What follows belongs to an exercise in optimizing a design on an open flow for small area; a production flow would make more cautious choices. In this exercise RTL edits were held to simulation tests only and were not proved equivalent to the original. Power and IR drop assume default switching activity.

## flow/flow/run.sh

```bash
#!/bin/bash
# The standard layout (standard synthesis, floorplan, power grid,
# placement, CTS, routing) with these knobs changed:
#  - ports are buffered with the smallest buffer instead of a delay cell
#  - CTS does not add dummy loads and clusters up to 24 sinks within
#    80 um per leaf buffer
# make's full output goes to flow_make.log; each ORFS step keeps its own
# log under orfs/logs/.
set -euo pipefail
cd "$(dirname "${BASH_SOURCE[0]}")/.."
bash standard.sh \
	"BUFFER_PORTS_ARGS=-buffer_cell sky130_fd_sc_hd__buf_1" \
	"CTS_ARGS=-sink_clustering_enable -repair_clock_nets -dont_use_dummy_load -sink_clustering_size 24 -sink_clustering_max_diameter 80" \
	finish > flow_make.log 2>&1
```

## flow/standard.sh

```bash
#!/bin/bash
# synth_recipe.tcl (not shown) runs the flow's synth.tcl, then flattens the netlist and writes it again
# the make line also repeats each setting of config.mk as NAME=value (left out here)
make -C /OpenROAD-flow-scripts/flow DESIGN_CONFIG=/design/flow/config.mk WORK_HOME=/design/flow/orfs CLKGATE_MAP_FILE= SYNTH_SCRIPT=/design/flow/synth_recipe.tcl "${@:-finish}"
```

## flow/config.mk

```make
export PLATFORM = sky130hd
export DESIGN_NAME = id_stage
export DESIGN_NICKNAME = id_stage
export VERILOG_FILES = /design/flow/design.v
export SDC_FILE = /design/flow/constraint.sdc
export NUM_CORES = 4
export LEC_CHECK = 0
export CAP_MARGIN = 20
export CORE_MARGIN = 2
export CORE_UTILIZATION = 55
export SLEW_MARGIN = 20
export SYNTH_HIERARCHICAL = 1
```

## flow/constraint.sdc

```tcl
create_clock -name core_clock -period 5.0 [get_ports {clock}]
set_input_delay 1.0000 -clock core_clock [delete_from_list [all_inputs] [get_ports {clock}]]
set_output_delay 1.0000 -clock core_clock [all_outputs]
set_load 0.01 [all_outputs]
```

## flow/design.v

```verilog
package rv32_pkg;
	localparam int XLEN      = 32;
	localparam int REG_IDX_W = 5;
	localparam logic [REG_IDX_W-1:0] ZERO_REG = '0;  
	localparam logic [6:0] OPC_LUI    = 7'b0110111;
	localparam logic [6:0] OPC_AUIPC  = 7'b0010111;
	localparam logic [6:0] OPC_JAL    = 7'b1101111;
	localparam logic [6:0] OPC_JALR   = 7'b1100111;
	localparam logic [6:0] OPC_BRANCH = 7'b1100011;
	localparam logic [6:0] OPC_LOAD   = 7'b0000011;
	localparam logic [6:0] OPC_STORE  = 7'b0100011;
	localparam logic [6:0] OPC_OP_IMM = 7'b0010011;
	localparam logic [6:0] OPC_OP     = 7'b0110011;
	localparam logic [6:0] OPC_SYSTEM = 7'b1110011;  
	localparam logic [XLEN-1:0] WFI_WORD = 32'h1050_0073;
	typedef enum logic [1:0] {
		OPA_IS_RS1  = 2'h0,
		OPA_IS_PC   = 2'h1,
		OPA_IS_ZERO = 2'h2
	} alu_opa_sel_t;
	typedef enum logic [2:0] {
		OPB_IS_RS2   = 3'h0,
		OPB_IS_I_IMM = 3'h1,
		OPB_IS_S_IMM = 3'h2,
		OPB_IS_B_IMM = 3'h3,
		OPB_IS_U_IMM = 3'h4,
		OPB_IS_J_IMM = 3'h5
	} alu_opb_sel_t;
	typedef enum logic [3:0] {
		ALU_ADD  = 4'h0,
		ALU_SUB  = 4'h1,
		ALU_SLT  = 4'h2,
		ALU_SLTU = 4'h3,
		ALU_AND  = 4'h4,
		ALU_OR   = 4'h5,
		ALU_XOR  = 4'h6,
		ALU_SLL  = 4'h7,
		ALU_SRL  = 4'h8,
		ALU_SRA  = 4'h9
	} alu_func_t;
	typedef enum logic [3:0] {
		N_FORWARD    = 4'h0,
		MEM_EX_A     = 4'h1,
		MEM_EX_B     = 4'h2,
		WB_EX_A      = 4'h3,
		WB_EX_B      = 4'h4,
		MEM_A_MEM_B  = 4'h5,
		MEM_A_WB_B   = 4'h6,
		MEM_B_WB_A   = 4'h7,
		WB_A_WB_B    = 4'h8,
		WB_EX_A_HALT = 4'h9,
		WB_EX_B_HALT = 4'ha
	} forward_t;
	typedef struct packed {
		logic [6:0] funct7;
		logic [4:0] rs2;
		logic [4:0] rs1;
		logic [2:0] funct3;
		logic [4:0] rd;
		logic [6:0] opcode;
	} r_fmt_t;
	typedef struct packed {
		logic [11:0] imm;
		logic [4:0]  rs1;
		logic [2:0]  funct3;
		logic [4:0]  rd;
		logic [6:0]  opcode;
	} i_fmt_t;
	typedef struct packed {
		logic [6:0] imm_hi;  
		logic [4:0] rs2;
		logic [4:0] rs1;
		logic [2:0] funct3;
		logic [4:0] imm_lo;  
		logic [6:0] opcode;
	} s_fmt_t;
	typedef struct packed {
		logic       imm12;
		logic [5:0] imm10_5;
		logic [4:0] rs2;
		logic [4:0] rs1;
		logic [2:0] funct3;
		logic [3:0] imm4_1;
		logic       imm11;
		logic [6:0] opcode;
	} b_fmt_t;
	typedef struct packed {
		logic [19:0] imm;  
		logic [4:0]  rd;
		logic [6:0]  opcode;
	} u_fmt_t;
	typedef struct packed {
		logic       imm20;
		logic [9:0] imm10_1;
		logic       imm11;
		logic [7:0] imm19_12;
		logic [4:0] rd;
		logic [6:0] opcode;
	} j_fmt_t;
	typedef union packed {
		r_fmt_t r;  
		i_fmt_t i;
		s_fmt_t s;
		b_fmt_t b;
		u_fmt_t u;
		j_fmt_t j;
	} rv32_inst_t;
endpackage
module id_ctrl (
	input  logic clock,
	input  logic rst_n,
	input  logic req,
	output logic ack,
	output logic ld,    
	output logic hold   
);
	always_ff @(posedge clock) begin
		ack <= rst_n & req;
	end
	assign ld   = !ack;
	assign hold = ack;
endmodule
module hold_bit (
	input  logic clock,
	input  logic ld,
	input  logic hold,
	input  logic d,
	output logic q
);
	always_ff @(posedge clock) begin
		q <= (ld & d) | (hold & q);
	end
endmodule
module hold_word #(
	parameter int W = 32
) (
	input  logic         clock,
	input  logic         ld,
	input  logic         hold,
	input  logic [W-1:0] d,
	output logic [W-1:0] q
);
	for (genvar b = 0; b < W; b++) begin : g_bit
		hold_bit bit_0 (.clock, .ld, .hold, .d(d[b]), .q(q[b]));
	end
endmodule
module inst_decoder (
	input  rv32_pkg::rv32_inst_t           cur_inst,
	input  logic                           stall,
	output logic [1:0]                     opa_sel,
	output logic [2:0]                     opb_sel,
	output logic [3:0]                     alu_func,
	output logic [rv32_pkg::REG_IDX_W-1:0] dest_idx,
	output logic                           rd_mem,
	output logic                           wr_mem,
	output logic                           cond_branch,
	output logic                           uncond_branch,
	output logic                           halt,
	output logic                           illegal,
	output logic                           valid,
	output logic [4:0]                     imm_fmt   
);
	logic [6:0] op;
	logic [2:0] f3;
	logic [6:0] f7;
	logic       lo11;      
	logic       mid_zero;  
	logic       is_lui, is_auipc, is_jal, is_jalr, is_branch, is_load, is_store;
	logic       is_opimm, is_op, is_system, is_zero_op;
	logic       f7_zero, f7_sub;   
	logic       ok_jalr, ok_branch, ok_load, ok_store, ok_opimm, ok_op;
	logic       wfi, zero_word;
	logic       legal;     
	logic       act;       
	logic       shift_r;   
	logic [3:0] alu_raw;
	assign op = cur_inst.r.opcode;
	assign f3 = cur_inst.r.funct3;
	assign f7 = cur_inst.r.funct7;
	assign lo11       = op[1] & op[0];
	assign is_lui     = lo11 & (op[6:2] == 5'b01101);
	assign is_auipc   = lo11 & (op[6:2] == 5'b00101);
	assign is_jal     = lo11 & (op[6:2] == 5'b11011);
	assign is_jalr    = lo11 & (op[6:2] == 5'b11001);
	assign is_branch  = lo11 & (op[6:2] == 5'b11000);
	assign is_load    = lo11 & (op[6:2] == 5'b00000);
	assign is_store   = lo11 & (op[6:2] == 5'b01000);
	assign is_opimm   = lo11 & (op[6:2] == 5'b00100);
	assign is_op      = lo11 & (op[6:2] == 5'b01100);
	assign is_system  = lo11 & (op[6:2] == 5'b11100);
	assign is_zero_op = (op == 7'b0000000);
	assign f7_zero = (f7 == 7'b0000000);
	assign f7_sub  = (f7 == 7'b0100000);
	assign mid_zero  = (cur_inst[31:29] == 3'b000) && (cur_inst[27:23] == 5'b00000) &&
		!cur_inst[21] && (cur_inst[19:7] == 13'b0) && (cur_inst[3:2] == 2'b00);
	assign wfi       = mid_zero && cur_inst[28] && cur_inst[22] && cur_inst[20] &&
		(op[6:4] == 3'b111) && lo11;
	assign zero_word = mid_zero && !cur_inst[28] && !cur_inst[22] && !cur_inst[20] &&
		(op[6:4] == 3'b000) && !op[1] && !op[0];
	assign shift_r   = (f3 == 3'b101);
	assign ok_jalr   = (f3 == 3'b000);
	assign ok_branch = f3[2] | !f3[1];
	assign ok_load   = (f3 != 3'b011) && !(f3[2] & f3[1]);
	assign ok_store  = !f3[2] && !(f3[1] & f3[0]);
	assign ok_opimm  = (f3 == 3'b001) ? f7_zero :
		shift_r ? (f7_zero | f7_sub) : 1'b1;
	assign ok_op     = f7_zero | (f7_sub & ((f3 == 3'b000) | shift_r));
	assign legal = is_lui | is_auipc | is_jal | (is_jalr & ok_jalr) |
		(is_branch & ok_branch) | (is_load & ok_load) | (is_store & ok_store) |
		(is_opimm & ok_opimm) | (is_op & ok_op) | wfi | zero_word;
	assign act     = legal & !stall;
	assign illegal = !legal & !stall;
	assign valid   = !illegal;
	assign halt    = wfi & !stall;
	assign rd_mem        = act & is_load;
	assign wr_mem        = act & is_store;
	assign cond_branch   = act & is_branch;
	assign uncond_branch = act & (is_jal | is_jalr);
	assign opa_sel[1] = act & is_lui;
	assign opa_sel[0] = act & (is_auipc | is_jal | is_branch);
	assign imm_fmt[0] = act & (is_jalr | is_load | is_opimm);
	assign imm_fmt[1] = act & is_store;
	assign imm_fmt[2] = act & is_branch;
	assign imm_fmt[3] = act & (is_lui | is_auipc);
	assign imm_fmt[4] = act & is_jal;
	assign opb_sel[0] = imm_fmt[0] | imm_fmt[2] | imm_fmt[4];
	assign opb_sel[1] = imm_fmt[1] | imm_fmt[2];
	assign opb_sel[2] = imm_fmt[3] | imm_fmt[4];
	always_comb begin
		case (f3)
			3'b000:  alu_raw = (is_op & f7[5]) ? rv32_pkg::ALU_SUB : rv32_pkg::ALU_ADD;
			3'b001:  alu_raw = rv32_pkg::ALU_SLL;
			3'b010:  alu_raw = rv32_pkg::ALU_SLT;
			3'b011:  alu_raw = rv32_pkg::ALU_SLTU;
			3'b100:  alu_raw = rv32_pkg::ALU_XOR;
			3'b101:  alu_raw = f7[5] ? rv32_pkg::ALU_SRA : rv32_pkg::ALU_SRL;
			3'b110:  alu_raw = rv32_pkg::ALU_OR;
			default: alu_raw = rv32_pkg::ALU_AND;
		endcase
	end
	assign alu_func = (act & (is_op | is_opimm)) ? alu_raw : rv32_pkg::ALU_ADD;
	assign dest_idx = (act & (is_lui | is_auipc | is_jal | is_jalr | is_load | is_opimm | is_op)) ?
		cur_inst.r.rd : rv32_pkg::ZERO_REG;
endmodule
module imm_gen (
	input  rv32_pkg::rv32_inst_t      cur_inst,
	input  logic [4:0]                imm_fmt,  
	output logic [rv32_pkg::XLEN-1:0] imm
);
	localparam int XLEN = rv32_pkg::XLEN;
	logic [XLEN-1:0] i_imm, s_imm, b_imm, u_imm, j_imm;
	assign i_imm = {{(XLEN-12){cur_inst.i.imm[11]}}, cur_inst.i.imm};
	assign s_imm = {{(XLEN-12){cur_inst.s.imm_hi[6]}}, cur_inst.s.imm_hi, cur_inst.s.imm_lo};
	assign b_imm = {{(XLEN-12){cur_inst.b.imm12}},
		cur_inst.b.imm11, cur_inst.b.imm10_5, cur_inst.b.imm4_1, 1'b0};
	assign u_imm = {cur_inst.u.imm, 12'b0};
	assign j_imm = {{(XLEN-20){cur_inst.j.imm20}},
		cur_inst.j.imm19_12, cur_inst.j.imm11, cur_inst.j.imm10_1, 1'b0};
	assign imm = ({XLEN{imm_fmt[0]}} & i_imm) | ({XLEN{imm_fmt[1]}} & s_imm) |
		({XLEN{imm_fmt[2]}} & b_imm) | ({XLEN{imm_fmt[3]}} & u_imm) |
		({XLEN{imm_fmt[4]}} & j_imm);
endmodule
module regfile (
	input  logic                           clock,
	input  logic [rv32_pkg::REG_IDX_W-1:0] rs1_idx,
	input  logic [rv32_pkg::REG_IDX_W-1:0] rs2_idx,
	output logic [rv32_pkg::XLEN-1:0]      rs1_value,
	output logic [rv32_pkg::XLEN-1:0]      rs2_value,
	input  logic                           wb_en,
	input  logic [rv32_pkg::REG_IDX_W-1:0] wb_idx,
	input  logic [rv32_pkg::XLEN-1:0]      wb_data
);
	localparam int DEPTH = 2 ** rv32_pkg::REG_IDX_W;
	localparam int XLEN  = rv32_pkg::XLEN;
	logic [DEPTH-1:1] we, nwe;     
	logic [DEPTH-1:1] sel1, sel2;  
	logic [XLEN-1:0]  regs [DEPTH-1:1];
	logic [DEPTH-1:1] col [XLEN];   
	for (genvar r = 1; r < DEPTH; r++) begin : g_row
		assign we[r]   = wb_en && (wb_idx == r);
		assign nwe[r]  = !we[r];
		assign sel1[r] = (rs1_idx == r);
		assign sel2[r] = (rs2_idx == r);
		hold_word #(.W(XLEN)) row_0 (.clock, .ld(we[r]), .hold(nwe[r]), .d(wb_data), .q(regs[r]));
		for (genvar b = 0; b < XLEN; b++) begin : g_col
			assign col[b][r] = regs[r][b];
		end
	end
	for (genvar b = 0; b < XLEN; b++) begin : g_rd
		rd_bit rd1_0 (.sel(sel1), .d(col[b]), .y(rs1_value[b]));
		rd_bit rd2_0 (.sel(sel2), .d(col[b]), .y(rs2_value[b]));
	end
endmodule
module rd_bit (
	input  logic [31:1] sel,
	input  logic [31:1] d,
	output logic        y
);
	logic [10:0] grp_n;  
	for (genvar g = 0; g < 10; g++) begin : g_grp
		aoi222 aoi_0 (
			.a0(sel[3*g+1]), .b0(d[3*g+1]),
			.a1(sel[3*g+2]), .b1(d[3*g+2]),
			.a2(sel[3*g+3]), .b2(d[3*g+3]),
			.y(grp_n[g])
		);
	end
	assign grp_n[10] = !(sel[31] & d[31]);
	assign y = !(&grp_n);
endmodule
module aoi222 (
	input  logic a0, b0, a1, b1, a2, b2,
	output logic y
);
	assign y = !((a0 & b0) | (a1 & b1) | (a2 & b2));
endmodule
module hazard_unit (
	input  rv32_pkg::rv32_inst_t           cur_inst,
	input  rv32_pkg::rv32_inst_t           cur_ex_inst,
	input  rv32_pkg::rv32_inst_t           cur_mem_inst,
	input  logic [rv32_pkg::REG_IDX_W-1:0] cur_ex_dest,
	input  logic [rv32_pkg::REG_IDX_W-1:0] cur_mem_dest,
	output rv32_pkg::forward_t             forward,
	output logic                           stall
);
	function automatic logic is_read_only(input logic [6:0] opcode);
		is_read_only = (opcode[1:0] == 2'b11) && !opcode[4] &&
			((opcode[6:5] == 2'b11) ? ((opcode[3:2] != 2'b10)) : (opcode[6:2] == 5'b01000));
	endfunction
	logic ex_live, mem_live;   
	logic ex_load;
	logic ex_rs1, ex_rs2;      
	logic mem_rs1, mem_rs2;    
	logic ex_a, ex_b;          
	assign ex_live  = !is_read_only(cur_ex_inst.r.opcode) && (cur_ex_dest != rv32_pkg::ZERO_REG);
	assign mem_live = !is_read_only(cur_mem_inst.r.opcode) &&
		(cur_mem_dest != rv32_pkg::ZERO_REG);
	assign ex_load  = (cur_ex_inst.r.opcode == rv32_pkg::OPC_LOAD);
	assign ex_rs1  = ex_live && (cur_ex_dest == cur_inst.r.rs1);
	assign ex_rs2  = ex_live && (cur_ex_dest == cur_inst.r.rs2);
	assign mem_rs1 = mem_live && (cur_mem_dest == cur_inst.r.rs1);
	assign mem_rs2 = mem_live && (cur_mem_dest == cur_inst.r.rs2);
	assign stall = ex_load && (ex_rs1 || ex_rs2);
	assign ex_a  = ex_rs1 && !ex_load;
	assign ex_b  = ex_rs2 && !ex_load;
	always_comb begin
		if (stall)                   forward = ex_rs1 ? rv32_pkg::WB_EX_A_HALT : rv32_pkg::WB_EX_B_HALT;
		else if (ex_a && ex_b)       forward = rv32_pkg::MEM_A_MEM_B;
		else if (ex_a && mem_rs2)    forward = rv32_pkg::MEM_A_WB_B;
		else if (ex_b && mem_rs1)    forward = rv32_pkg::MEM_B_WB_A;
		else if (mem_rs1 && mem_rs2) forward = rv32_pkg::WB_A_WB_B;
		else if (ex_a)               forward = rv32_pkg::MEM_EX_A;
		else if (ex_b)               forward = rv32_pkg::MEM_EX_B;
		else if (mem_rs1)            forward = rv32_pkg::WB_EX_A;
		else if (mem_rs2)            forward = rv32_pkg::WB_EX_B;
		else                         forward = rv32_pkg::N_FORWARD;
	end
endmodule
module id_stage (
	input  logic                          clock,
	input  logic                          rst_n,
	input  logic                          req,
	output logic                          ack,
	input  logic [31:0]                   inst,
	input  logic [31:0]                   ex_inst,
	input  logic [4:0]                    ex_dest,
	input  logic [31:0]                   mem_inst,
	input  logic [4:0]                    mem_dest,
	input  logic                          wb_en,
	input  logic [4:0]                    wb_idx,
	input  logic [31:0]                   wb_data,
	output logic [1:0]                    opa_sel,
	output logic [2:0]                    opb_sel,
	output logic [3:0]                    alu_func,
	output logic [4:0]                    dest_idx,
	output logic                          rd_mem,
	output logic                          wr_mem,
	output logic                          cond_branch,
	output logic                          uncond_branch,
	output logic                          halt,
	output logic                          illegal,
	output logic                          valid,
	output logic [31:0]                   rs1_value,
	output logic [31:0]                   rs2_value,
	output logic [31:0]                   imm,
	output logic [3:0]                    forward,
	output logic                          stall
);
	rv32_pkg::rv32_inst_t cur_inst;   
	logic [3:0]           fwd_in;     
	logic                 stall_in;
	logic                 ld, hold;   
	logic [4:0]           imm_fmt;    
	id_ctrl ctrl_0 (.clock, .rst_n, .req, .ack, .ld, .hold);
	hazard_unit hazard_0 (
		.cur_inst(inst), .cur_ex_inst(ex_inst), .cur_mem_inst(mem_inst),
		.cur_ex_dest(ex_dest), .cur_mem_dest(mem_dest),
		.forward(fwd_in), .stall(stall_in)
	);
	hold_word #(.W(32)) inst_q (.clock, .ld, .hold, .d(inst), .q(cur_inst));
	hold_word #(.W(4))  fwd_q  (.clock, .ld, .hold, .d(fwd_in), .q(forward));
	assign stall = forward[3] & (forward[1] | forward[0]);
	inst_decoder decoder_0 (
		.cur_inst, .stall,
		.opa_sel(opa_sel), .opb_sel(opb_sel), .alu_func(alu_func), .dest_idx,
		.rd_mem, .wr_mem, .cond_branch, .uncond_branch,
		.halt, .illegal, .valid, .imm_fmt
	);
	imm_gen imm_0 (.cur_inst, .imm_fmt, .imm);
	regfile regf_0 (
		.clock,
		.rs1_idx   (cur_inst.r.rs1),
		.rs2_idx   (cur_inst.r.rs2),
		.rs1_value,
		.rs2_value,
		.wb_en, .wb_idx, .wb_data
	);
endmodule
```

==> impl_results.md, run 1 <==
* Clock share of power at 23.7%
* Worst skew pair latency at 0.62 ns
* DRT Pass-1 Iters at 15
* Cell Int Power at 13.06 mW
* Clk buf depth at 3
* Final setup vio count at 1
* FILL cells at 5860
* Reg power frac at 59.3%
* Clock Sinks at 1029
* Initial DRC count at 11060
* Final core utilization at 62.79%
* CTS tree: built
* Routed WL per cell at 40.76 um
* I/O Buffers at 219
* Post-Syn Area at 0.04013 mm^2
* Post-route setup slack at -0.04013 ns
* Via-to-Cell Ratio at 8.827
* Switching power total at 5.702 mW
* Peak VDD IR at 0.3951 mV
* Slew headroom at 10.40%
* Initial antenna violation count at 13
* Share of layout cells above drive strength 1 at 9.421%
* Worst Tran Pin Value at 1.341 ns
* Post-CTS setup buffers at 0
* Worst path arrival time at 4.04 ns
* Max-capacitance violation count at 0
* Final setup skew at 0.02151 ns
* SO Faults: negative setup slack
* Crit path capture type: output pin
* Clock root buffer: clkbuf_16
* Reg2reg start: ctrl_0.ack$_DFF_P_
* Final Critical Period at 5.040 ns
* Status: failed layout checks
* Setup TNS Final at -0.04013 ns
* H-tree depth at 2
* Final Hold Viols at 0
* WP data required at 4.00 ns
* Post-DP HPWL at 112700 um
* Total congestion overflow at 0
* Total power at 18.76 mW
* Total number of vias at 41750
* Largest net degree at the start of global routing at 39
* Comb pwr share at 16.9%
* Startpoint Class: register
* Die Ht at 274.1 um
* Power Density at 411.6 mW/mm^2
* First-pass GRT wire length at 271500 um
* Syn Area/Cell at 11.94 um^2
* Syn Nets at 3509
* Pleak at 18.06 nW
* Final WL at 192800 um
* Hold_sp: fwd_q.g_bit[2].bit_0.q$_DFF_P_
* Vias in the first global route at 39050
* Die Area at 0.07514 mm^2
* Remaining DRCs at 0
* TritonCTS buffer count at 50
* Yosys warning total at 14
* Reg clk slew, reported paths at 0.08 ns
* Global placement routability congestion at 1.009
* Row cnt at 99
* Initial Util at 55.28%
* Hold EP: fwd_q.g_bit[2].bit_0.q$_DFF_P_
* IO Count at 270
* Overall Global Routing Usage at 48.83%
* Worst hold path class: reg -> reg
* RSZ-0062 raised after global routing: false
* End of the worst register-to-register path: inst_q.g_bit[30].bit_0.q$_DFF_P_
* Slew Viols, Final at 0
* Core Region at 0.07259 mm^2
* Commonest non-fill, non-tap cell in the layout: a22o_1
* R2R Setup Slk at 3.13 ns
* Final net count at 3917
* Post-Synthesis Cells at 3362
* CP Max Fanout at 32
* Sw Ratio at 30.39%
* Antenna viol nets, final at 0
* WS Path Type: reg -> out
* Area Overhead vs Synth at 13.59%
* Top library cells by usage in the layout, fill and taps aside: 1033 x a22o_1, 1027 x dfxtp_1, 640 x a222oi_1
* Cells on worst reg2reg path at 4
* F_max at 198.4 MHz
* Die X at 274.1 um
* Final Cycle Share at 100.8%
* Min-Delay Path Depth at 1
-- flip-flops by register name, indices dropped and copies added (netlist names) --
signal / flops
regf_0.g_row.row_0.g_bit.bit_0.q: 992
ctrl_0.ack: 1
fwd_q.g_bit.bit_0.q: 4
inst_q.g_bit.bit_0.q: 32
-- stage by stage --
stage / hold WS, ns / cell area [um^2] / instances / setup slack [ns]
global route: 0.5090 / 45570 / 4727 / 0.02687
detailed placement: 0.4680 / 44020 / 4667 / 0.4272
CTS: 0.4860 / 45270 / 4717 / 0.1453
floorplan: 0.4339 / 40130 / 3362 / 0.9792
global placement: 0.4684 / 43960 / 4664 / 0.4152
finish: 0.4850 / 45580 / 4730 / -0.04013
-- what timing repair did --
item	in CTS	in global routing
hold buffers	0	0
gates resized for setup	1	9
pin swaps	0	1
setup endpoints to repair	29	10
-- critical path: stages (launching register included) --
cell	delay (ns)
dfxtp_1	0.37
buf_4	0.23
nand3b_1	0.56
nor2_4	0.06
buf_4	0.34
a222oi_1	0.37
nand4_1	0.70
a2111o_1	0.61
buf_1	0.16
-- area by class of cell --
class                           count  area (um^2)  share of cell area, %
Sequential cell                  1029        20600                  45.20
Multi-Input combinational cell   2300        20110                  44.13
Timing Repair Buffer              386         2392                  5.249
Clock buffer                       50         1251                  2.745
Tap cell                          959         1200                  2.633
Inverter                            3        11.26                0.02471
Antenna cell                        3        7.507                0.01647
-- layer usage --
metal  global-route usage, %  part of all wire (%)  wire length, um
met5                  0.5777                 0.074              143
met4                   31.79                   7.5            14500
met3                   19.77                    17            33450
met2                   69.03                    41            78450
met1                   61.22                    34            66260
-- worst max-delay path by stage --
stage                                                start           end  slack [ns]  depth (start not counted)
after global placement    inst_q.g_bit[26].bit_0.q$_DFF_P_       imm[13]        0.42                          8
after global routing      inst_q.g_bit[23].bit_0.q$_DFF_P_  rs2_value[1]        0.03                          8
after CTS                 inst_q.g_bit[26].bit_0.q$_DFF_P_       imm[12]        0.15                          8
after floorplan           inst_q.g_bit[26].bit_0.q$_DFF_P_       imm[12]        0.98                          7
after detailed placement  inst_q.g_bit[26].bit_0.q$_DFF_P_       imm[12]        0.43                          8
final                     inst_q.g_bit[23].bit_0.q$_DFF_P_  rs2_value[1]       -0.04                          8
-- power by group through the flow --
stage / Sequential [mW] / Clock (mW) / Combinational, mW
finish: 11.1 / 4.45 / 3.17
global route: 11.3 / 4.71 / 3.29
CTS: 11.0 / 4.42 / 3.02
detailed placement: 11.2 / 0 / 3.00
global placement: 11.0 / 0 / 2.90
floorplan: 10.9 / 0 / 1.89
==> run 2, diff against run 1 <==
--- a/flow/design.v
+++ b/flow/design.v
@@ -273,22 +273,49 @@
 	localparam int DEPTH = 2 ** rv32_pkg::REG_IDX_W;
 	localparam int XLEN  = rv32_pkg::XLEN;
 	logic [DEPTH-1:1] we, nwe;     
-	logic [DEPTH-1:1] sel1, sel2;  
+	logic [3:0]       lo1_n, lo2_n;  
+	logic [7:0]       hi1_n, hi2_n;  
 	logic [XLEN-1:0]  regs [DEPTH-1:1];
-	logic [DEPTH-1:1] col [XLEN];   
+	logic [XLEN*(DEPTH-1)-1:0] cols;  
+	for (genvar i = 0; i < 4; i++) begin : g_lo
+		assign lo1_n[i] = (rs1_idx[1:0] != i);
+		assign lo2_n[i] = (rs2_idx[1:0] != i);
+	end
+	for (genvar i = 0; i < 8; i++) begin : g_hi
+		assign hi1_n[i] = (rs1_idx[4:2] != i);
+		assign hi2_n[i] = (rs2_idx[4:2] != i);
+	end
 	for (genvar r = 1; r < DEPTH; r++) begin : g_row
 		assign we[r]   = wb_en && (wb_idx == r);
 		assign nwe[r]  = !we[r];
-		assign sel1[r] = (rs1_idx == r);
-		assign sel2[r] = (rs2_idx == r);
 		hold_word #(.W(XLEN)) row_0 (.clock, .ld(we[r]), .hold(nwe[r]), .d(wb_data), .q(regs[r]));
 		for (genvar b = 0; b < XLEN; b++) begin : g_col
-			assign col[b][r] = regs[r][b];
+			assign cols[b*(DEPTH-1)+r-1] = regs[r][b];
 		end
 	end
-	for (genvar b = 0; b < XLEN; b++) begin : g_rd
-		rd_bit rd1_0 (.sel(sel1), .d(col[b]), .y(rs1_value[b]));
-		rd_bit rd2_0 (.sel(sel2), .d(col[b]), .y(rs2_value[b]));
+	for (genvar h = 0; h < 2; h++) begin : g_half
+		rd_half half_0 (
+			.lo1_n, .hi1_n, .lo2_n, .hi2_n,
+			.d (cols[h*16*(DEPTH-1) +: 16*(DEPTH-1)]),
+			.y1(rs1_value[h*16 +: 16]),
+			.y2(rs2_value[h*16 +: 16])
+		);
+	end
+endmodule
+module rd_half (
+	input  logic [3:0]     lo1_n, lo2_n,  
+	input  logic [7:0]     hi1_n, hi2_n,  
+	input  logic [16*31-1:0] d,       
+	output logic [15:0]    y1, y2
+);
+	logic [31:1] sel1, sel2;  
+	for (genvar r = 1; r < 32; r++) begin : g_sel
+		assign sel1[r] = !(lo1_n[r%4] | hi1_n[r/4]);
+		assign sel2[r] = !(lo2_n[r%4] | hi2_n[r/4]);
+	end
+	for (genvar b = 0; b < 16; b++) begin : g_rd
+		rd_bit rd1_0 (.sel(sel1), .d(d[b*31 +: 31]), .y(y1[b]));
+		rd_bit rd2_0 (.sel(sel2), .d(d[b*31 +: 31]), .y(y2[b]));
 	end
 endmodule
 module rd_bit (
--- a/flow/config.mk
+++ b/flow/config.mk
@@ -7,6 +7,6 @@
 export LEC_CHECK = 0
 export CAP_MARGIN = 20
 export CORE_MARGIN = 2
-export CORE_UTILIZATION = 55
+export CORE_UTILIZATION = 40
 export SLEW_MARGIN = 20
 export SYNTH_HIERARCHICAL = 1
==> run 2 against run 1 <==
- global-route usage shrank 16 points
- clock-buffer cell count grew 3
- via count shrank 4.7%
- still fails the layout checks on negative setup slack
- hold slack is essentially flat
- sequential share of layout area shrank 0.39 points
- synthesized area grew 0.85%
- synthesized cell count grew 2.1%
- final cell count grew 9.5%
- largest cell class unchanged
- setup slack lost 0.015 ns
- critical path type unchanged
==> impl_results.md, run 2 <==
* Final Hold Viols at 0 (unchanged)
* DP Worst Slack at 0.7739 ns (was 0.4272 ns)
* Setup TNS Final at -0.05533 ns (was -0.04013 ns)
* Initial antenna violation count at 19 (was 13)
* Reg2reg start: ctrl_0.ack$_DFF_P_ (unchanged)
* Final Critical Period at 5.055 ns (was 5.040 ns)
* Largest regs: regf_0.g_row.row_0.g_bit.bit_0.q (992), inst_q.g_bit.bit_0.q (32), fwd_q.g_bit.bit_0.q (4) (unchanged)
* SO Faults: negative setup slack (unchanged)
* Share of layout cells above drive strength 1 at 8.868% (was 9.421%)
* Clock share of power at 24.6% (was 23.7%)
* H-tree depth at 2 (unchanged)
* Final Cycle Share at 101.1% (was 100.8%)
* Core Region at 0.1001 mm^2 (was 0.07259 mm^2)
* Die Ht at 322.1 um (was 274.1 um)
* Commonest non-fill, non-tap cell in the layout: a22o_1 (unchanged)
* RSZ-0062 raised after global routing: false (unchanged)
* Total congestion overflow at 0 (unchanged)
* Min-Delay Path Depth at 1 (unchanged)
* Total number of vias at 39790 (was 41750)
* CTS tree: built (unchanged)
* Post-route setup slack at -0.05533 ns (was -0.04013 ns)
* Crit path capture type: output pin (unchanged)
* Pleak at 18.37 nW (was 18.06 nW)
* End of the worst register-to-register path: inst_q.g_bit[5].bit_0.q$_DFF_P_ (was inst_q.g_bit[30].bit_0.q$_DFF_P_)
* Biggest register: regf_0.g_row.row_0.g_bit.bit_0.q (unchanged)
* Die Area at 0.1037 mm^2 (was 0.07514 mm^2)
* Fin Hold WS at 0.4852 ns (was 0.4850 ns)
* Cell Int Power at 13.15 mW (was 13.06 mW)
* CP Max Fanout at 16 (was 32)
* Slew headroom at 20.24% (was 10.40%)
* Row cnt at 116 (was 99)
* Max reg flops at 992 (unchanged)
* Total power at 18.72 mW (was 18.76 mW)
* Clock Sinks at 1029 (unchanged)
* Comb pwr share at 16.1% (was 16.9%)
* Hold-fix buffers, CTS at 0 (unchanged)
* Remaining DRCs at 0 (unchanged)
* Final core utilization at 45.90% (was 62.79%)
* Hold EP: fwd_q.g_bit[2].bit_0.q$_DFF_P_ (unchanged)
* Final setup vio count at 1 (unchanged)
* Reg power frac at 59.3% (about the same)
* Startpoint Class: register (unchanged)
* Worst Tran Pin Value at 1.194 ns (was 1.341 ns)
* R2R Setup Slk at 3.43 ns (was 3.13 ns)
* Power Density at 407.3 mW/mm^2 (was 411.6 mW/mm^2)
* Final setup skew at 0.02871 ns (was 0.02151 ns)
* Post-Synthesis Cells at 3432 (was 3362)
* Clock root buffer: clkbuf_16 (unchanged)
* Die X at 322.1 um (was 274.1 um)
* IO Count at 270 (unchanged)
* Post-DP HPWL at 107700 um (was 112700 um)
* Max-capacitance violation count at 0 (unchanged)
* Reg clk slew, reported paths at 0.09 ns (was 0.08 ns)
* Slew Viols, Final at 0 (unchanged)
* Final net count at 4028 (was 3917)
* Via-to-Cell Ratio at 7.681 (was 8.827)
* Clk buf depth at 3 (unchanged)
* Cells on worst reg2reg path at 3 (was 4)
* Yosys warning total at 12 (was 14)
* Routed WL per cell at 35.06 um (was 40.76 um)
* WP data required at 4.00 ns (about the same)
* Sw Ratio at 29.74% (was 30.39%)
* I/O Buffers at 219 (unchanged)
* Syn Area/Cell at 11.79 um^2 (was 11.94 um^2)
* Status: failed layout checks (unchanged)
* Peak VDD IR at 0.2514 mV (was 0.3951 mV)
* Vias in the first global route at 37010 (was 39050)
* Area Overhead vs Synth at 13.59% (about the same)
* Initial DRC count at 8960 (was 11060)
* Switching power total at 5.568 mW (was 5.702 mW)
* Worst skew pair latency at 0.67 ns (was 0.62 ns)
* Global placement routability congestion at 0.8974 (was 1.009)
* Worst hold path class: reg -> reg (unchanged)
* WS Path Type: reg -> out (unchanged)
* Overall Global Routing Usage at 33.23% (was 48.83%)
* Final WL at 181600 um (was 192800 um)
* Post-Syn Area at 0.04047 mm^2 (was 0.04013 mm^2)
* TritonCTS buffer count at 53 (was 50)
* Hold_sp: fwd_q.g_bit[2].bit_0.q$_DFF_P_ (unchanged)
* F_max at 197.8 MHz (was 198.4 MHz)
* Worst path arrival time at 4.06 ns (was 4.04 ns)
* Syn Nets at 3579 (was 3509)
* Largest net degree at the start of global routing at 38 (was 39)
* DRT Pass-1 Iters at 11 (was 15)
* Top library cells by usage in the layout, fill and taps aside: 1033 x a22o_1, 1028 x dfxtp_1, 640 x a222oi_1 (was 1033 x a22o_1, 1027 x dfxtp_1, 640 x a222oi_1)
* Initial Util at 40.41% (was 55.28%)
* First-pass GRT wire length at 257900 um (was 271500 um)
* Antenna viol nets, final at 0 (unchanged)
## run 2: power groups by stage
stage,combinational (mW),clock (mW),sequential [mW]
3_5_place_dp,2.93,0,11.2
3_3_place_gp,2.85,0,11.1
4_1_cts,2.92,4.66,11.0
6_report,3.02,4.61,11.1
5_1_grt,3.19,4.94,11.3
2_1_floorplan,1.92,0,10.9
## run 2: area by class of cell
class	count	area, um^2
inverter	3	11.26
multi-input combinational	2364	19900
sequential	1029	20600
clock buffer	53	1326
fill	9379	54180
tap	1298	1624
timing repair buffer	430	2501
antenna	3	7.507
## run 2: worst max-delay path, stage by stage (launching register included)
cell and delay [ns]:
dfxtp_1 0.58, nand2b_1 0.53, buf_4 0.35, nor2_2 0.79
a222oi_1 0.29, nand4_1 0.34, a2111o_1 0.31, buf_1 0.20
## run 2: routing by layer
layer / global-route usage, % / wire length [um] / up-vias
met3: 10.09 / 25760 / 538
li1: - / - / 16560
met1: 44.26 / 70160 / 19470
met2: 50.15 / 77820 / 3210
met4: 13.03 / 7759 / 18
met5: 0 / 122 / -
## run 2: worst max-delay path by stage
stage                                           from            end  slack, ns  depth (start not counted)
floorplan           inst_q.g_bit[26].bit_0.q$_DFF_P_        imm[12]       0.98                          7
global route        inst_q.g_bit[24].bit_0.q$_DFF_P_  rs2_value[12]      0.003                          7
CTS                  inst_q.g_bit[3].bit_0.q$_DFF_P_        imm[12]       0.09                         10
detailed placement   inst_q.g_bit[3].bit_0.q$_DFF_P_        imm[12]       0.77                         10
global placement     inst_q.g_bit[3].bit_0.q$_DFF_P_        imm[12]       0.78                         10
finish              inst_q.g_bit[15].bit_0.q$_DFF_P_  rs1_value[30]      -0.06                          7
## run 2: stage by stage
step,std cells,cell area [um^2]
after CTS,5175,45870
after floorplan,3432,40470
after global routing,5178,45970
after detailed placement,5122,44550
final,5180,45970
after global placement,5120,44490
## run 2: timing repair
item,CTS,global route
endpoints found under the setup margin,0,33
gates resized for setup,0,11
setup buffers,0,0
==> run 3, diff against run 2 <==
--- a/flow/config.mk
+++ b/flow/config.mk
@@ -8,5 +8,6 @@
 export CAP_MARGIN = 20
 export CORE_MARGIN = 2
 export CORE_UTILIZATION = 40
+export SETUP_SLACK_MARGIN = 0.15
 export SLEW_MARGIN = 20
 export SYNTH_HIERARCHICAL = 1
==> run 3 against run 2 <==
- now clean on timing, DRC and antenna
- synthesized cell count unchanged
- via count up 0.14%
- clock-buffer cell count unchanged
- core utilization up 0.081 points
- cell area up 0.18%
- combinational power about the same
- die area unchanged
==> impl_results.md, run 3 <==
* Final setup vio count at 0 (was 1)
* Total congestion overflow at 0 (unchanged)
* Via-to-Cell Ratio at 7.688 (was 7.681)
* Yosys warning total at 12 (unchanged)
* Max-capacitance violation count at 0 (unchanged)
* Commonest non-fill, non-tap cell in the layout: a22o_1 (unchanged)
* I/O Buffers at 219 (unchanged)
* Initial Util at 40.41% (unchanged)
* Hold-fix buffers, CTS at 0 (unchanged)
* Share of layout cells above drive strength 1 at 9.117% (was 8.868%)
* Slew headroom at 18.02% (was 20.24%)
* Area Overhead vs Synth at 13.79% (was 13.59%)
* Reg clk slew, reported paths at 0.09 ns (about the same)
* RSZ-0062 raised after global routing: false (unchanged)
* Worst hold path class: reg -> reg (unchanged)
* Setup TNS Final at 0 ns (was -0.05533 ns)
* Max reg flops at 992 (unchanged)
* Syn Area/Cell at 11.79 um^2 (unchanged)
* Post-Synthesis Cells at 3432 (unchanged)
* Startpoint Class: register (unchanged)
* Final Cycle Share at 96.99% (was 101.1%)
* Most used routing layer: met2 (unchanged)
* Clock root buffer: clkbuf_16 (unchanged)
* Clk buf depth at 3 (unchanged)
* Worst path max stage delay at 0.59 ns (was 0.79 ns)
* Antenna viol nets, final at 0 (unchanged)
* Crit path max-delay cell type: nand2_1 (was nor2_2)
* Post-DP HPWL at 107700 um (unchanged)
* Initial antenna violation count at 19 (unchanged)
* Peak VDD IR at 0.2533 mV (was 0.2514 mV)
* Final net count at 4032 (was 4028)
* Largest regs: regf_0.g_row.row_0.g_bit.bit_0.q (992), inst_q.g_bit.bit_0.q (32), fwd_q.g_bit.bit_0.q (4) (unchanged)
* H-tree depth at 2 (unchanged)
* TritonCTS buffer count at 53 (unchanged)
* Worst path arrival time at 3.85 ns (was 4.06 ns)
* Met2 global-route usage at 50.18% (was 50.15%)
* Largest net degree at the start of global routing at 38 (unchanged)
* Global placement routability congestion at 0.8974 (unchanged)
* CP Max Fanout at 12 (was 16)
* Fin Hold WS at 0.4853 ns (was 0.4852 ns)
* Die Area at 0.1037 mm^2 (unchanged)
* Biggest register: regf_0.g_row.row_0.g_bit.bit_0.q (unchanged)
* Row cnt at 116 (unchanged)
* IO Count at 270 (unchanged)
* Met3 GRT Util at 10.09% (unchanged)
* First-pass GRT wire length at 257900 um (about the same)
* Cell chain of the critical path: nand2_1 -> nor2_1 -> buf_4 -> a222oi_1 -> nand4_1 -> a2111o_1 -> buf_1 (was nand2b_1 -> buf_4 -> nor2_2 -> a222oi_1 -> nand4_1 -> a2111o_1 -> buf_1)
* Grt met1 use at 44.24% (was 44.26%)
* Total number of vias at 39850 (was 39790)
* Status: no timing/DRC/antenna violations (was failed layout checks)
* DRT Pass-1 Iters at 12 (was 11)
* Die X at 322.1 um (unchanged)
* Clock Sinks at 1029 (unchanged)
* Final core utilization at 45.98% (was 45.90%)
* Syn Nets at 3579 (unchanged)
* Post-Syn Area at 0.04047 mm^2 (unchanged)
* F_max at 206.2 MHz (was 197.8 MHz)
* Worst skew pair latency at 0.68 ns (was 0.67 ns)
* CTS tree: built (unchanged)
* Final setup skew at 0.03072 ns (was 0.02871 ns)
* Initial DRC count at 8734 (was 8960)
* Final Hold Viols at 0 (unchanged)
* Final Critical Period at 4.850 ns (was 5.055 ns)
* Power Density at 406.9 mW/mm^2 (was 407.3 mW/mm^2)
* Pleak at 18.40 nW (was 18.37 nW)
* Top library cells by usage in the layout, fill and taps aside: 1033 x a22o_1, 1027 x dfxtp_1, 640 x a222oi_1 (was 1033 x a22o_1, 1028 x dfxtp_1, 640 x a222oi_1)
* Die Ht at 322.1 um (unchanged)
* Routed WL per cell at 35.08 um (was 35.06 um)
* WS Path Type: reg -> out (unchanged)
* Slew Viols, Final at 0 (unchanged)
* Remaining DRCs at 0 (unchanged)
* Overall Global Routing Usage at 33.23% (about the same)
* Crit path capture type: output pin (unchanged)
* Final WL at 181800 um (was 181600 um)
* Core Region at 0.1001 mm^2 (unchanged)
* Worst Tran Pin Value at 1.227 ns (was 1.194 ns)
* WP data required at 4.00 ns (about the same)
* Vias in the first global route at 37030 (was 37010)
-- run 3: path summary, 6_finish.rpt --
path	endpoint	slack, ns	cells after the start	from
max	rs2_value[24]	0.15	7	inst_q.g_bit[21].bit_0.q$_DFF_P_
min	fwd_q.g_bit[2].bit_0.q$_DFF_P_	0.49	1	fwd_q.g_bit[2].bit_0.q$_DFF_P_
max reg2reg	inst_q.g_bit[5].bit_0.q$_DFF_P_	3.42	3	ctrl_0.ack$_DFF_P_
min reg2reg	fwd_q.g_bit[2].bit_0.q$_DFF_P_	0.49	1	fwd_q.g_bit[2].bit_0.q$_DFF_P_
-- run 3: routing by layer --
metal,wire [um],share of wire [%],vias up
met5,130,0.072,-
li1,-,-,16580
met1,70420,39,19520
met4,7738,4.3,20
met3,25800,14,538
met2,77720,43,3187
-- run 3: layout make-up --
class | count | area [um^2]
Fill cell | 9380 | 54090
Sequential cell | 1029 | 20600
Multi-Input combinational cell | 2364 | 19940
Timing Repair Buffer | 434 | 2544
Tap cell | 1298 | 1624
Clock buffer | 53 | 1326
Inverter | 3 | 11.26
Antenna cell | 2 | 5.005
-- run 3: metrics by stage --
| step | cell area [um^2] | total power [mW] | setup WS (ns) | instances |
|---|---|---|---|---|
| final | 46050 | 18.74 | 0.1503 | 5183 |
| after CTS | 45890 | 18.59 | 0.1514 | 5175 |
| after global placement | 44490 | 13.99 | 0.7816 | 5120 |
| after floorplan | 40470 | 12.77 | 0.9792 | 3432 |
| after detailed placement | 44550 | 14.08 | 0.7739 | 5122 |
| after global routing | 46050 | 19.39 | 0.1713 | 5182 |
-- run 3: timing repair --
item	CTS	global route
gates resized for setup	3	18
setup endpoints to repair	10	68
pin swaps	0	0
setup buffers	0	4
-- run 3: worst max-delay path: cells and delay by family, from the launching register on --
kind | cells | cell delay [ns]
DFF | 1 | 0.46
buffers and inverters | 2 | 0.48
AOI/OAI and AO/OA | 2 | 0.99
and+or+nand+nor | 3 | 1.24
-- run 3: report_power, final --
group	total (mW)	switching [mW]	internal [mW]
sequential	11.1	1.30	9.80
clock	4.62	2.73	1.89
combinational	3.02	1.55	1.47
total	18.7	5.58	13.2
==> run 4, diff against run 3 <==
--- a/flow/design.v
+++ b/flow/design.v
@@ -171,7 +171,7 @@
 	logic       ok_jalr, ok_branch, ok_load, ok_store, ok_opimm, ok_op;
 	logic       wfi, zero_word;
 	logic       legal;     
-	logic       act;       
+	logic       jalr_v, br_v, ld_v, st_v, oi_v, op_v;  
 	logic       shift_r;   
 	logic [3:0] alu_raw;
 	assign op = cur_inst.r.opcode;
@@ -205,24 +205,28 @@
 	assign ok_opimm  = (f3 == 3'b001) ? f7_zero :
 		shift_r ? (f7_zero | f7_sub) : 1'b1;
 	assign ok_op     = f7_zero | (f7_sub & ((f3 == 3'b000) | shift_r));
-	assign legal = is_lui | is_auipc | is_jal | (is_jalr & ok_jalr) |
-		(is_branch & ok_branch) | (is_load & ok_load) | (is_store & ok_store) |
-		(is_opimm & ok_opimm) | (is_op & ok_op) | wfi | zero_word;
-	assign act     = legal & !stall;
+	assign jalr_v = is_jalr & ok_jalr;
+	assign br_v   = is_branch & ok_branch;
+	assign ld_v   = is_load & ok_load;
+	assign st_v   = is_store & ok_store;
+	assign oi_v   = is_opimm & ok_opimm;
+	assign op_v   = is_op & ok_op;
+	assign legal = is_lui | is_auipc | is_jal | jalr_v | br_v | ld_v | st_v | oi_v | op_v |
+		wfi | zero_word;
 	assign illegal = !legal & !stall;
 	assign valid   = !illegal;
 	assign halt    = wfi & !stall;
-	assign rd_mem        = act & is_load;
-	assign wr_mem        = act & is_store;
-	assign cond_branch   = act & is_branch;
-	assign uncond_branch = act & (is_jal | is_jalr);
-	assign opa_sel[1] = act & is_lui;
-	assign opa_sel[0] = act & (is_auipc | is_jal | is_branch);
-	assign imm_fmt[0] = act & (is_jalr | is_load | is_opimm);
-	assign imm_fmt[1] = act & is_store;
-	assign imm_fmt[2] = act & is_branch;
-	assign imm_fmt[3] = act & (is_lui | is_auipc);
-	assign imm_fmt[4] = act & is_jal;
+	assign rd_mem        = !stall & ld_v;
+	assign wr_mem        = !stall & st_v;
+	assign cond_branch   = !stall & br_v;
+	assign uncond_branch = !stall & (is_jal | jalr_v);
+	assign opa_sel[1] = !stall & is_lui;
+	assign opa_sel[0] = !stall & (is_auipc | is_jal | br_v);
+	assign imm_fmt[0] = !stall & (jalr_v | ld_v | oi_v);
+	assign imm_fmt[1] = !stall & st_v;
+	assign imm_fmt[2] = !stall & br_v;
+	assign imm_fmt[3] = !stall & (is_lui | is_auipc);
+	assign imm_fmt[4] = !stall & is_jal;
 	assign opb_sel[0] = imm_fmt[0] | imm_fmt[2] | imm_fmt[4];
 	assign opb_sel[1] = imm_fmt[1] | imm_fmt[2];
 	assign opb_sel[2] = imm_fmt[3] | imm_fmt[4];
@@ -238,8 +242,8 @@
 			default: alu_raw = rv32_pkg::ALU_AND;
 		endcase
 	end
-	assign alu_func = (act & (is_op | is_opimm)) ? alu_raw : rv32_pkg::ALU_ADD;
-	assign dest_idx = (act & (is_lui | is_auipc | is_jal | is_jalr | is_load | is_opimm | is_op)) ?
+	assign alu_func = (!stall & (op_v | oi_v)) ? alu_raw : rv32_pkg::ALU_ADD;
+	assign dest_idx = (!stall & (is_lui | is_auipc | is_jal | jalr_v | ld_v | oi_v | op_v)) ?
 		cur_inst.r.rd : rv32_pkg::ZERO_REG;
 endmodule
 module imm_gen (
@@ -262,8 +266,10 @@
 endmodule
 module regfile (
 	input  logic                           clock,
-	input  logic [rv32_pkg::REG_IDX_W-1:0] rs1_idx,
-	input  logic [rv32_pkg::REG_IDX_W-1:0] rs2_idx,
+	input  logic [3:0]                     lo1_n,   
+	input  logic [7:0]                     hi1_n,   
+	input  logic [3:0]                     lo2_n,
+	input  logic [7:0]                     hi2_n,
 	output logic [rv32_pkg::XLEN-1:0]      rs1_value,
 	output logic [rv32_pkg::XLEN-1:0]      rs2_value,
 	input  logic                           wb_en,
@@ -273,18 +279,8 @@
 	localparam int DEPTH = 2 ** rv32_pkg::REG_IDX_W;
 	localparam int XLEN  = rv32_pkg::XLEN;
 	logic [DEPTH-1:1] we, nwe;     
-	logic [3:0]       lo1_n, lo2_n;  
-	logic [7:0]       hi1_n, hi2_n;  
 	logic [XLEN-1:0]  regs [DEPTH-1:1];
 	logic [XLEN*(DEPTH-1)-1:0] cols;  
-	for (genvar i = 0; i < 4; i++) begin : g_lo
-		assign lo1_n[i] = (rs1_idx[1:0] != i);
-		assign lo2_n[i] = (rs2_idx[1:0] != i);
-	end
-	for (genvar i = 0; i < 8; i++) begin : g_hi
-		assign hi1_n[i] = (rs1_idx[4:2] != i);
-		assign hi2_n[i] = (rs2_idx[4:2] != i);
-	end
 	for (genvar r = 1; r < DEPTH; r++) begin : g_row
 		assign we[r]   = wb_en && (wb_idx == r);
 		assign nwe[r]  = !we[r];
@@ -418,14 +414,36 @@
 	logic                 stall_in;
 	logic                 ld, hold;   
 	logic [4:0]           imm_fmt;    
+	logic [23:0]          pre_in;     
+	logic [23:0]          pre_q;      
 	id_ctrl ctrl_0 (.clock, .rst_n, .req, .ack, .ld, .hold);
 	hazard_unit hazard_0 (
 		.cur_inst(inst), .cur_ex_inst(ex_inst), .cur_mem_inst(mem_inst),
 		.cur_ex_dest(ex_dest), .cur_mem_dest(mem_dest),
 		.forward(fwd_in), .stall(stall_in)
 	);
-	hold_word #(.W(32)) inst_q (.clock, .ld, .hold, .d(inst), .q(cur_inst));
+	logic [21:0] word_q;
+	hold_word #(.W(22)) inst_q (.clock, .ld, .hold, .d({inst[31:25], inst[14:0]}), .q(word_q));
+	logic [4:0] rs1_q, rs2_q;    
+	assign rs1_q = {!(pre_q[8] & pre_q[9] & pre_q[10] & pre_q[11]),
+		!(pre_q[6] & pre_q[7] & pre_q[10] & pre_q[11]),
+		!(pre_q[5] & pre_q[7] & pre_q[9] & pre_q[11]),
+		!(pre_q[2] & pre_q[3]), !(pre_q[1] & pre_q[3])};
+	assign rs2_q = {!(pre_q[20] & pre_q[21] & pre_q[22] & pre_q[23]),
+		!(pre_q[18] & pre_q[19] & pre_q[22] & pre_q[23]),
+		!(pre_q[17] & pre_q[19] & pre_q[21] & pre_q[23]),
+		!(pre_q[14] & pre_q[15]), !(pre_q[13] & pre_q[15])};
+	assign cur_inst = {word_q[21:15], rs2_q, rs1_q, word_q[14:0]};
 	hold_word #(.W(4))  fwd_q  (.clock, .ld, .hold, .d(fwd_in), .q(forward));
+	for (genvar i = 0; i < 4; i++) begin : g_lo
+		assign pre_in[i]      = (inst[16:15] != i);
+		assign pre_in[12 + i] = (inst[21:20] != i);
+	end
+	for (genvar i = 0; i < 8; i++) begin : g_hi
+		assign pre_in[4 + i]  = (inst[19:17] != i);
+		assign pre_in[16 + i] = (inst[24:22] != i);
+	end
+	hold_word #(.W(24)) pre_q_0 (.clock, .ld, .hold, .d(pre_in), .q(pre_q));
 	assign stall = forward[3] & (forward[1] | forward[0]);
 	inst_decoder decoder_0 (
 		.cur_inst, .stall,
@@ -436,8 +454,10 @@
 	imm_gen imm_0 (.cur_inst, .imm_fmt, .imm);
 	regfile regf_0 (
 		.clock,
-		.rs1_idx   (cur_inst.r.rs1),
-		.rs2_idx   (cur_inst.r.rs2),
+		.lo1_n     (pre_q[3:0]),
+		.hi1_n     (pre_q[11:4]),
+		.lo2_n     (pre_q[15:12]),
+		.hi2_n     (pre_q[23:16]),
 		.rs1_value,
 		.rs2_value,
 		.wb_en, .wb_idx, .wb_data
--- a/flow/config.mk
+++ b/flow/config.mk
@@ -8,6 +8,5 @@
 export CAP_MARGIN = 20
 export CORE_MARGIN = 2
 export CORE_UTILIZATION = 40
-export SETUP_SLACK_MARGIN = 0.15
 export SLEW_MARGIN = 20
 export SYNTH_HIERARCHICAL = 1
==> run 4 against run 3 <==
- still clean
- critical path depth decreased by 2
- non-clock buffer count decreased by 15
- clock power about the same
- setup slack got worse by 0.024 ns
- synthesized area increased by 1.1%
- register-to-register slack got worse by 0.04 ns
- core utilization decreased by 0.39 points
- first-iteration DRC count increased by 14%
- final cell count increased by 1.5%
- flip-flop and latch count increased by 14
- sequential power about the same
- critical path type unchanged
- critical endpoint is now rs1_value[25]
- largest cell class unchanged
- highest routed layer unchanged
==> impl_results.md, run 4 <==
* Post-CTS setup buffers at 0 (unchanged)
* Startpoint Class: register (unchanged)
* DRT Pass-1 Iters at 14 (was 12)
* End of the worst register-to-register path: fwd_q.g_bit[1].bit_0.q$_DFF_P_ (was inst_q.g_bit[5].bit_0.q$_DFF_P_)
* Final Cycle Share at 97.47% (was 96.99%)
* Row cnt at 117 (was 116)
* WS Path Type: reg -> out (unchanged)
* Total congestion overflow at 0 (unchanged)
* Largest regs: regf_0.g_row.row_0.g_bit.bit_0.q (992), pre_q_0.g_bit.bit_0.q (24), inst_q.g_bit.bit_0.q (22) (was regf_0.g_row.row_0.g_bit.bit_0.q (992), inst_q.g_bit.bit_0.q (32), fwd_q.g_bit.bit_0.q (4))
* Die X at 323.8 um (was 322.1 um)
* Biggest register: regf_0.g_row.row_0.g_bit.bit_0.q (unchanged)
* WP data required at 4.00 ns (about the same)
* CP Max Fanout at 16 (was 12)
* Final setup skew at 0.03270 ns (was 0.03072 ns)
* Register area at 0.02088 mm^2 (was 0.02060 mm^2)
* Final WL at 183000 um (was 181800 um)
* IO Count at 270 (unchanged)
* Total power at 20.10 mW (was 18.74 mW)
* Worst Tran Pin Value at 1.258 ns (was 1.227 ns)
* R2R Setup Slk at 3.38 ns (was 3.42 ns)
* Initial antenna violation count at 9 (was 19)
* Cells on worst reg2reg path at 4 (was 3)
* Worst path arrival time at 3.87 ns (was 3.85 ns)
* Pleak at 18.29 nW (was 18.40 nW)
* Clock Sinks at 1043 (was 1029)
* Final net count at 4039 (was 4032)
* Die Ht at 323.8 um (was 322.1 um)
* I/O Buffers at 219 (unchanged)
* Post-Syn Area at 0.04090 mm^2 (was 0.04047 mm^2)
* RSZ-0062 raised after global routing: false (unchanged)
* Reg2reg start: ctrl_0.ack$_DFF_P_ (unchanged)
* Overall Global Routing Usage at 32.96% (was 33.23%)
* Hold-fix buffers, CTS at 0 (unchanged)
* Final Critical Period at 4.873 ns (was 4.850 ns)
* CTS resizes at 0 (was 3)
* Yosys warning total at 12 (unchanged)
* Reg clk slew, reported paths at 0.08 ns (was 0.09 ns)
* Total number of vias at 40200 (was 39850)
* Post-DP HPWL at 109000 um (was 107700 um)
* Commonest non-fill, non-tap cell in the layout: a22o_1 (unchanged)
* Slew Viols, Final at 0 (unchanged)
* Die Area at 0.1048 mm^2 (was 0.1037 mm^2)
* Status: no timing/DRC/antenna violations (unchanged)
* Min-Delay Path Depth at 1 (unchanged)
* Max-capacitance violation count at 0 (unchanged)
* Clk buf depth at 3 (unchanged)
* Power Density at 433.9 mW/mm^2 (was 406.9 mW/mm^2)
* H-tree depth at 2 (unchanged)
* Initial DRC count at 9956 (was 8734)
* Setup TNS Final at 0 ns (unchanged)
* Final setup vio count at 0 (unchanged)
* Antenna viol nets, final at 0 (unchanged)
* Largest net degree at the start of global routing at 52 (was 38)
* Vias in the first global route at 37380 (was 37030)
* CTS tree: built (unchanged)
* Routed WL per cell at 34.77 um (was 35.08 um)
* Slew headroom at 15.91% (was 18.02%)
* F_max at 205.2 MHz (was 206.2 MHz)
* Top library cells by usage in the layout, fill and taps aside: 1047 x a22o_1, 1042 x dfxtp_1, 640 x a222oi_1 (was 1033 x a22o_1, 1027 x dfxtp_1, 640 x a222oi_1)
* Peak VDD IR at 0.2093 mV (was 0.2533 mV)
* Max reg flops at 992 (unchanged)
* TritonCTS buffer count at 52 (was 53)
* First-pass GRT wire length at 258100 um (was 257900 um)
* Share of layout cells above drive strength 1 at 8.612% (was 9.117%)
* Core Region at 0.1016 mm^2 (was 0.1001 mm^2)
* FILL cells at 9522 (was 9380)
* Hold_sp: fwd_q.g_bit[2].bit_0.q$_DFF_P_ (unchanged)
* Crit path capture type: output pin (unchanged)
* Remaining DRCs at 0 (unchanged)
* Worst skew pair latency at 0.67 ns (was 0.68 ns)
* Syn Nets at 3601 (was 3579)
* Clock root buffer: clkbuf_16 (unchanged)
* Worst hold path class: reg -> reg (unchanged)
* Via-to-Cell Ratio at 7.640 (was 7.688)
* Area Overhead vs Synth at 13.27% (was 13.79%)
* Post-Synthesis Cells at 3454 (was 3432)
* Final Hold Viols at 0 (unchanged)
* Initial Util at 40.26% (was 40.41%)
* Global placement routability congestion at 0.9409 (was 0.8974)
* Hold EP: fwd_q.g_bit[2].bit_0.q$_DFF_P_ (unchanged)
* Syn Area/Cell at 11.84 um^2 (was 11.79 um^2)
* Multi-input gate area at 0.02002 mm^2 (was 0.01994 mm^2)
==> run 4: worst max path at each step <==
stage	startpoint	endpoint	slack (ns)	cells past startpoint
finish	pre_q_0.g_bit[3].bit_0.q$_DFF_P_	rs1_value[25]	0.13	5
CTS	inst_q.g_bit[18].bit_0.q$_DFF_P_	imm[18]	0.42	7
floorplan	inst_q.g_bit[6].bit_0.q$_DFF_P_	imm[12]	1.86	6
global placement	inst_q.g_bit[18].bit_0.q$_DFF_P_	imm[18]	1.13	7
detailed placement	inst_q.g_bit[18].bit_0.q$_DFF_P_	imm[18]	1.12	7
global route	pre_q_0.g_bit[3].bit_0.q$_DFF_P_	rs1_value[7]	0.19	5
==> run 4: final cells by class <==
cell class	count	area share [%]
antenna	4	0.02161
clock buffer	52	2.809
inverter	4	0.03241
multi-input combinational	2372	43.21
sequential	1043	45.08
tap	1368	3.695
timing repair buffer	419	5.153
==> run 4: metrics by stage <==
stage	worst slack (ns)	hold slack (ns)	std cells	util [%]	instance area, um^2
floorplan	1.860	0.4407	3454	-	40900
global placement	1.132	0.4678	5203	44.23	44930
detailed placement	1.117	0.4772	5203	44.23	44930
CTS	0.4187	0.4965	5255	45.51	46230
global route	0.1930	0.5056	5258	45.59	46310
finish	0.1267	0.4859	5262	45.60	46320
==> run 4: per-layer routing <==
metal	up-vias	global-route usage (%)	part of all wire, %	wire, um
met5	-	0	0.039	72
met1	19800	42.41	39	70560
li1	16630	-	-	-
met4	12	13.97	4.7	8619
met3	572	12.14	14	25990
met2	3188	49.52	42	77730
==> run 4: worst max-delay path: stages, from the launching register on <==
cell	delay [ns]
dfxtp_1	1.03
nor2_2	0.46
a222oi_1	0.53
nand4_1	0.42
a2111o_1	0.60
buf_1	0.17
==> run 4: report_power, final <==
part	switching, mW	total, mW	leakage, nW	internal [mW]
logic	2.38	4.24	8.97	1.86
clock network	2.74	4.59	0.641	1.86
registers	1.35	11.3	8.68	9.92
==> run 5, diff against run 4 <==
--- a/flow/flow/run.sh
+++ b/flow/flow/run.sh
@@ -4,11 +4,15 @@
 #  - ports are buffered with the smallest buffer instead of a delay cell
 #  - CTS does not add dummy loads and clusters up to 24 sinks within
 #    80 um per leaf buffer
+#  - timing-driven global placement keeps the resizer's changes only once
+#    placement has spread out (overflow below 0.3), not from its first,
+#    still-clumped pass
 # make's full output goes to flow_make.log; each ORFS step keeps its own
 # log under orfs/logs/.
 set -euo pipefail
 cd "$(dirname "${BASH_SOURCE[0]}")/.."
 bash standard.sh \
 	"BUFFER_PORTS_ARGS=-buffer_cell sky130_fd_sc_hd__buf_1" \
+	"GPL_KEEP_OVERFLOW=0.3" \
 	"CTS_ARGS=-sink_clustering_enable -repair_clock_nets -dont_use_dummy_load -sink_clustering_size 24 -sink_clustering_max_diameter 80" \
 	finish > flow_make.log 2>&1
==> run 5 against run 4 <==
- die area unchanged
- routed wire length decreased by 0.24%
- setup slack improved by 0.090 ns
- core utilization is 0.53 points lower
- power fell by 0.21%
- first-iteration DRC count shrank 1.9%
==> impl_results.md, run 5 <==
* Status: no timing/DRC/antenna violations (unchanged)
* Final Critical Period at 4.784 ns (was 4.873 ns)
* Peak VDD IR at 0.2305 mV (was 0.2093 mV)
* FILL cells at 9574 (was 9522)
* Clock root buffer: clkbuf_16 (unchanged)
* Commonest non-fill, non-tap cell in the layout: a22o_1 (unchanged)
* Most used routing layer: met2 (unchanged)
* Post-DP HPWL at 107700 um (was 109000 um)
* Die Area at 0.1048 mm^2 (unchanged)
* Row cnt at 117 (unchanged)
* Top library cells by usage in the layout, fill and taps aside: 1047 x a22o_1, 1042 x dfxtp_1, 640 x a222oi_1 (unchanged)
* Worst setup path endpoint: rs1_value[24] (was rs1_value[25])
* DRT Pass-1 Iters at 13 (was 14)
* Initial antenna violation count at 14 (was 9)
* Largest regs: regf_0.g_row.row_0.g_bit.bit_0.q (992), pre_q_0.g_bit.bit_0.q (24), inst_q.g_bit.bit_0.q (22) (unchanged)
* Final setup vio count at 0 (unchanged)
* Max reg flops at 992 (unchanged)
* WP data required at 4.00 ns (about the same)
* Overall Global Routing Usage at 32.95% (was 32.96%)
* Worst skew pair latency at 0.67 ns (about the same)
* Met3 GRT Util at 10.02% (was 12.14%)
* Dpl cell area at 0.04438 mm^2 (was 0.04493 mm^2)
* Power Density at 438.0 mW/mm^2 (was 433.9 mW/mm^2)
* Core Region at 0.1016 mm^2 (unchanged)
* Initial Util at 40.26% (unchanged)
* Grt met1 use at 44.26% (was 42.41%)
* End of the worst register-to-register path: fwd_q.g_bit[1].bit_0.q$_DFF_P_ (unchanged)
* Final setup skew at 0.04595 ns (was 0.03270 ns)
* Worst path max stage delay at 1.00 ns (was 1.03 ns)
* Clk buf depth at 3 (unchanged)
* Syn Area/Cell at 11.84 um^2 (unchanged)
* Vias in the first global route at 36770 (was 37380)
* Crit path capture type: output pin (unchanged)
* Total congestion overflow at 0 (unchanged)
* Die Ht at 323.8 um (unchanged)
* Cell chain of the critical path: nor2_2 -> a222oi_1 -> nand4_1 -> a2111o_1 -> buf_1 (unchanged)
* Antenna viol nets, final at 0 (unchanged)
* Setup TNS Final at 0 ns (unchanged)
* Post-CTS setup buffers at 0 (unchanged)
* TritonCTS buffer count at 52 (unchanged)
* Cell area after layout at 0.04579 mm^2 (was 0.04632 mm^2)
* IO Count at 270 (unchanged)
* Clock Sinks at 1043 (unchanged)
* Crit path from: pre_q_0.g_bit[0].bit_0.q$_DFF_P_ (was pre_q_0.g_bit[3].bit_0.q$_DFF_P_)
* Area Overhead vs Synth at 11.96% (was 13.27%)
* Syn Nets at 3601 (unchanged)
* Reg clk slew, reported paths at 0.10 ns (was 0.08 ns)
* Final net count at 3928 (was 4039)
* Share of layout cells above drive strength 1 at 8.732% (was 8.612%)
* Final Cycle Share at 95.67% (was 97.47%)
* Slew headroom at 15.96% (was 15.91%)
* First-pass GRT wire length at 257900 um (was 258100 um)
* CTS resizes at 0 (unchanged)
* Post-Syn Area at 0.04090 mm^2 (unchanged)
* I/O Buffers at 219 (unchanged)
* CP Max Fanout at 16 (unchanged)
* Slew Viols, Final at 0 (unchanged)
* Worst hold path class: reg -> reg (unchanged)
* Total number of vias at 40200 (about the same)
* Reg2reg start: ctrl_0.ack$_DFF_P_ (unchanged)
* Final core utilization at 45.07% (was 45.60%)
* Met2 global-route usage at 49.06% (was 49.52%)
* Global placement routability congestion at 0.8983 (was 0.9409)
* Die X at 323.8 um (unchanged)
* Routed WL per cell at 35.42 um (was 34.77 um)
* Largest net degree at the start of global routing at 53 (was 52)
* WS Path Type: reg -> out (unchanged)
* Cells on worst reg2reg path at 2 (was 4)
* R2R Setup Slk at 2.76 ns (was 3.38 ns)
* Initial DRC count at 9770 (was 9956)
* F_max at 209.0 MHz (was 205.2 MHz)
* Final WL at 182500 um (was 183000 um)
* Crit path max-delay cell type: dfxtp_1 (unchanged)
* CTS tree: built (unchanged)
* Worst path arrival time at 3.78 ns (was 3.87 ns)
* Via-to-Cell Ratio at 7.801 (was 7.640)
* Post-Synthesis Cells at 3454 (unchanged)
* RSZ-0062 raised after global routing: false (unchanged)
* Yosys warning total at 12 (unchanged)
* Remaining DRCs at 0 (unchanged)
* Final Hold Viols at 0 (unchanged)
* Hold-fix buffers, CTS at 0 (unchanged)
* H-tree depth at 2 (unchanged)
* Startpoint Class: register (unchanged)
* Max-capacitance violation count at 0 (unchanged)
* Biggest register: regf_0.g_row.row_0.g_bit.bit_0.q (unchanged)
* Pleak at 17.82 nW (was 18.29 nW)
* Worst Tran Pin Value at 1.258 ns (about the same)
## run 5: cell types whose count changed in the layout (fill, tap and decap cells not counted), sizes merged
cell / delta
buf: -125
clkbuf: +14
diode: +2
## run 5: worst min-delay path by stage
stage                                                                  end  cells past startpoint                                              from
after floorplan                            inst_q.g_bit[6].bit_0.q$_DFF_P_                      1                   inst_q.g_bit[6].bit_0.q$_DFF_P_
after global placement                      fwd_q.g_bit[2].bit_0.q$_DFF_P_                      1                    fwd_q.g_bit[2].bit_0.q$_DFF_P_
after detailed placement  regf_0.g_row[28].row_0.g_bit[15].bit_0.q$_DFF_P_                      1  regf_0.g_row[28].row_0.g_bit[15].bit_0.q$_DFF_P_
after CTS                                   fwd_q.g_bit[2].bit_0.q$_DFF_P_                      1                    fwd_q.g_bit[2].bit_0.q$_DFF_P_
after global routing                        fwd_q.g_bit[2].bit_0.q$_DFF_P_                      1                    fwd_q.g_bit[2].bit_0.q$_DFF_P_
final                                       fwd_q.g_bit[2].bit_0.q$_DFF_P_                      1                    fwd_q.g_bit[2].bit_0.q$_DFF_P_
## run 5: area by class of cell
class | count | area (um^2) | area share, %
sequential | 1043 | 20880 | 45.60
antenna | 6 | 15.01 | 0.03279
tap | 1368 | 1712 | 3.738
inverter | 4 | 15.01 | 0.03279
multi-input combinational | 2372 | 20240 | 44.21
clock buffer | 52 | 1301 | 2.842
timing repair buffer | 308 | 1623 | 3.544
## run 5: critical path, delay by kind of cell (launching register included)
family,cells,cell delay (ns)
AO/OA/AOI/OAI,2,1.04
buffers and inverters,1,0.19
AND/OR/NAND/NOR,2,0.86
flip-flops,1,1.00
## run 5: power by group
group / leakage [nW] / internal [mW] / switching [mW]
Clock: 0.641 / 1.86 / 2.76
Sequential: 8.68 / 9.92 / 1.35
Combinational: 8.50 / 1.82 / 2.36
## run 5: stage by stage
step / hold WS [ns] / power [mW] / cells / setup slack [ns]
after floorplan: 0.4407 / 13.49 / 3454 / 1.860
after global placement: 0.4688 / 15.24 / 5089 / 1.134
after detailed placement: 0.4749 / 15.34 / 5091 / 1.110
after CTS: 0.4969 / 19.85 / 5143 / 0.4246
after global routing: 0.5110 / 20.74 / 5149 / 0.1678
final: 0.4891 / 20.06 / 5153 / 0.2163
## run 5: per-layer routing
metal,share of wire [%],vias to the layer above
met5,0.059,-
met3,14,600
met2,43,3444
li1,-,16420
met4,4.3,16
met1,39,19720

Setup slack of run 5, layout unchanged: 0.216 ns with ideal ports, 0.147 ns with driving cells assumed (clock clkbuf_16, inputs buf_2), 0.868 ns with port delays also shifted by the 0.722 ns mid clock arrival.
